What follows belongs to an exercise in optimizing a design on an open flow for small area and a short achievable clock period; a production flow would make more cautious choices. Power figures rest on the tool's default switching activity, not on a simulated workload.

// scope_capture
module scope_capture (
  input  logic        clk,
  input  logic        reset,
  input  logic [11:0] sin_in,
  input  logic [11:0] cos_in,
  input  logic [11:0] squ_in,
  input  logic [11:0] saw_in,
  input  logic [1:0]  sel,
  input  logic [11:0] trig_level,
  input  logic        trig_slope,
  input  logic [7:0]  decim,
  input  logic        arm,
  input  logic        abort,
  output logic        busy,
  output logic        done,
  input  logic [7:0]  rd_addr,
  output logic [11:0] rd_data
);
clock: 5.0 ns
lec_check: 0
cap_margin: 20
core_margin: 2
core_utilization: 72
cts_cluster_diameter: 60
cts_cluster_size: 25
place_density: 0.8
setup_slack_margin: 2.6
slew_margin: 20
synth_hierarchical: 1
synth_minimum_keep_size: 0
tns_end_percent: 5
run.sh (not shown) runs the stock make flow with config.mk's settings and CLKGATE_MAP_FILE= SYNTH_SCRIPT=/design/flow/synth_recipe.tcl, a recipe that flattens the netlist after the stock synthesis.
Next try:
Settings changed: CORE_UTILIZATION 72 to 60, PLACE_DENSITY 0.8 to unset, SETUP_SLACK_MARGIN 2.6 to 2.4, TNS_END_PERCENT 5 to unset.
Outcome: Routed wire length fell by 1.2%. Non-clock buffer count grows by 115. Maximum frequency came out higher by 7.2%. Design area rises by 1.7%. Synthesized area stays the same. Total power rises by 2.7%.
Next try:
Settings changed: CTS_CLUSTER_DIAMETER 60 to unset, CTS_CLUSTER_SIZE 25 to unset.
Total power rises by about a fifth.
Die area is unchanged.
Count of clock-buffer cells in the layout rises by 194.
Design area rises by a few percent.
Global-route usage rises by 0.42 points.
Non-clock buffer count falls by 64.
Fmax rises by a few percent.
Next try:
==> flow/flow/run.sh (new file) <==
#!/bin/bash
# The standard layout, with the resizer free to change a cell's footprint
# when it sizes gates (the platform default only swaps same-size cells).
set -euo pipefail
bash standard.sh MATCH_CELL_FOOTPRINT=0 finish > standard_flow.log 2>&1
==> flow/standard.sh (new file) <==
#!/bin/bash
# synth_recipe.tcl (not shown) runs the flow's synth.tcl, then flattens the netlist and writes it again
# the make line also repeats each setting of config.mk as NAME=value (left out here)
make -C /OpenROAD-flow-scripts/flow DESIGN_CONFIG=/design/flow/config.mk WORK_HOME=/design/flow/orfs CLKGATE_MAP_FILE= SYNTH_SCRIPT=/design/flow/synth_recipe.tcl "${@:-finish}"
Settings changed: CTS_CLUSTER_DIAMETER set to 60, CTS_CLUSTER_SIZE set to 25, SETUP_SLACK_MARGIN 2.4 to 2.6, TNS_END_PERCENT set to 5.
removed: flow/run.sh
Result:
- clock skew barely changes
- final area is lower by 2.1%
- worst hold slack gains 0.017 ns
- worst setup slack gains 0.014 ns
- wire length is lower by 0.99%
- clock power is lower by 28%
- critical path depth is lower by 2
Next try:
==> flow/run.sh (new file) <==
#!/bin/bash
# synth_recipe.tcl (not shown) runs the flow's synth.tcl, then flattens the netlist and writes it again
# the make line also repeats each setting of config.mk as NAME=value (left out here)
make -C /OpenROAD-flow-scripts/flow DESIGN_CONFIG=/design/flow/config.mk WORK_HOME=/design/flow/orfs CLKGATE_MAP_FILE= SYNTH_SCRIPT=/design/flow/synth_recipe.tcl finish
removed: flow/flow/run.sh
removed: flow/standard.sh
The new run ran to the end with no violations.
Design area hardly moves.
Worst setup slack is worse by 0.047 ns.
Area after synthesis stays the same.
Maximum frequency goes down by about 1.5%.
Core utilization rises by 0.17 points.
Die area stays the same.
No functional check of the RTL was part of any run of this note.

---

orange:
scope_capture, a different RTL version from the one above (not shown whole).
Size in the first run: about 7000 cells after synthesis, ~3200 flip-flops, about 97 I/O pins.
clock: 5.0 ns
lec_check: 0
cap_margin: 20
core_margin: 2
core_utilization: 60
cts_cluster_diameter: 60
cts_cluster_size: 25
setup_slack_margin: 2.6
slew_margin: 60
synth_hierarchical: 1
synth_minimum_keep_size: 0
standard.sh (not shown) runs the stock make flow with config.mk's settings and CLKGATE_MAP_FILE= SYNTH_SCRIPT=/design/flow/synth_recipe.tcl, a recipe that flattens the netlist after the stock synthesis.
==> flow/flow/run.sh <==
#!/bin/bash
# The standard layout, with sky130 buf_4 as the port buffer (buffer_ports
# otherwise picks a delay cell, which the resizer does not always undo).
set -euo pipefail
bash standard.sh "BUFFER_PORTS_ARGS=-buffer_cell sky130_fd_sc_hd__buf_4" finish > standard_flow.log 2>&1
orange ran to completion and came out clean on the timing, DRC and antenna checks.
The inputs of red differ from those of orange as listed below.
==> flow/run.sh (new file) <==
#!/bin/bash
# synth_recipe.tcl (not shown) runs the flow's synth.tcl, then flattens the netlist and writes it again
# the make line also repeats each setting of config.mk as NAME=value (left out here)
make -C /OpenROAD-flow-scripts/flow DESIGN_CONFIG=/design/flow/config.mk WORK_HOME=/design/flow/orfs CLKGATE_MAP_FILE= SYNTH_SCRIPT=/design/flow/synth_recipe.tcl finish
removed: flow/flow/run.sh
removed: flow/standard.sh
==> summary.txt <==
red: done, clean on timing, DRC and antenna. The final layout from orange, which completed every stage, passed the timing, DRC and antenna checks at the end of the flow. On die width, orange and red are neck and neck. Share of the clock period used by the worst path after layout: red vs orange up 1.4 points. Relative to orange, the count of clock-buffer cells in the layout measured on red has increased by a few percent. orange and red ended up with nearly the same area taken by flip-flops and latches. Looking only at routed wire length, and setting everything else aside, the higher value of orange and red goes to orange.
Function was not checked in any run of this note: the RTL went through the layout flow alone.

static timing again, ports no longer ideal:
In the flow no input, the clock included, has a driving cell. The finished layouts below were timed again as built, in two steps. Step 1, drivers: a clkbuf_16 drives clk and a buf_2 each remaining input, both assumed. Step 2 adds t to the input delays and takes it off the output delays; t is the mean of the earliest and latest rising clock arrival at the registers after step 1. Input paths then give back, and output paths get back, about the clock's delay inside the block. a / b / c = ideal / step 1 / step 2; a / b = the first two.
run	shift t [ns]	setup slack, ns	hold WS [ns]	latest minus earliest clock arrival (ns)	pins driven straight from the clock port
the first run of note 1	0.903	1.536 / 1.512 / 0.610	0.385 / 0.385 / 0.385	0.047 / 0.047	1
the second run of note 1	0.945	1.768 / 1.793 / 0.848	0.380 / 0.380 / 0.380	0.038 / 0.038	1
the third run of note 1	1.031	1.879 / 1.901 / 0.870	0.385 / 0.385 / 0.385	0.042 / 0.043	1
the fourth run of note 1	0.958	1.893 / 1.898 / 0.940	0.402 / 0.402 / 0.402	0.047 / 0.048	1
the fifth run of note 1	0.960	1.846 / 1.862 / 0.902	0.404 / 0.404 / 0.404	0.051 / 0.050	1
orange	0.955	2.017 / 1.954 / 1.000	0.079 / 0.015 / 0.396	0.037 / 0.037	1
red	0.931	1.946 / 1.954 / 1.086	0.110 / 0.046 / 0.403	0.042 / 0.042	1
After both steps every run listed still meets setup and hold. For orange, which loses most, drivers alone change the setup slack by -0.063 ns; drivers and shift together by -1.017 ns.
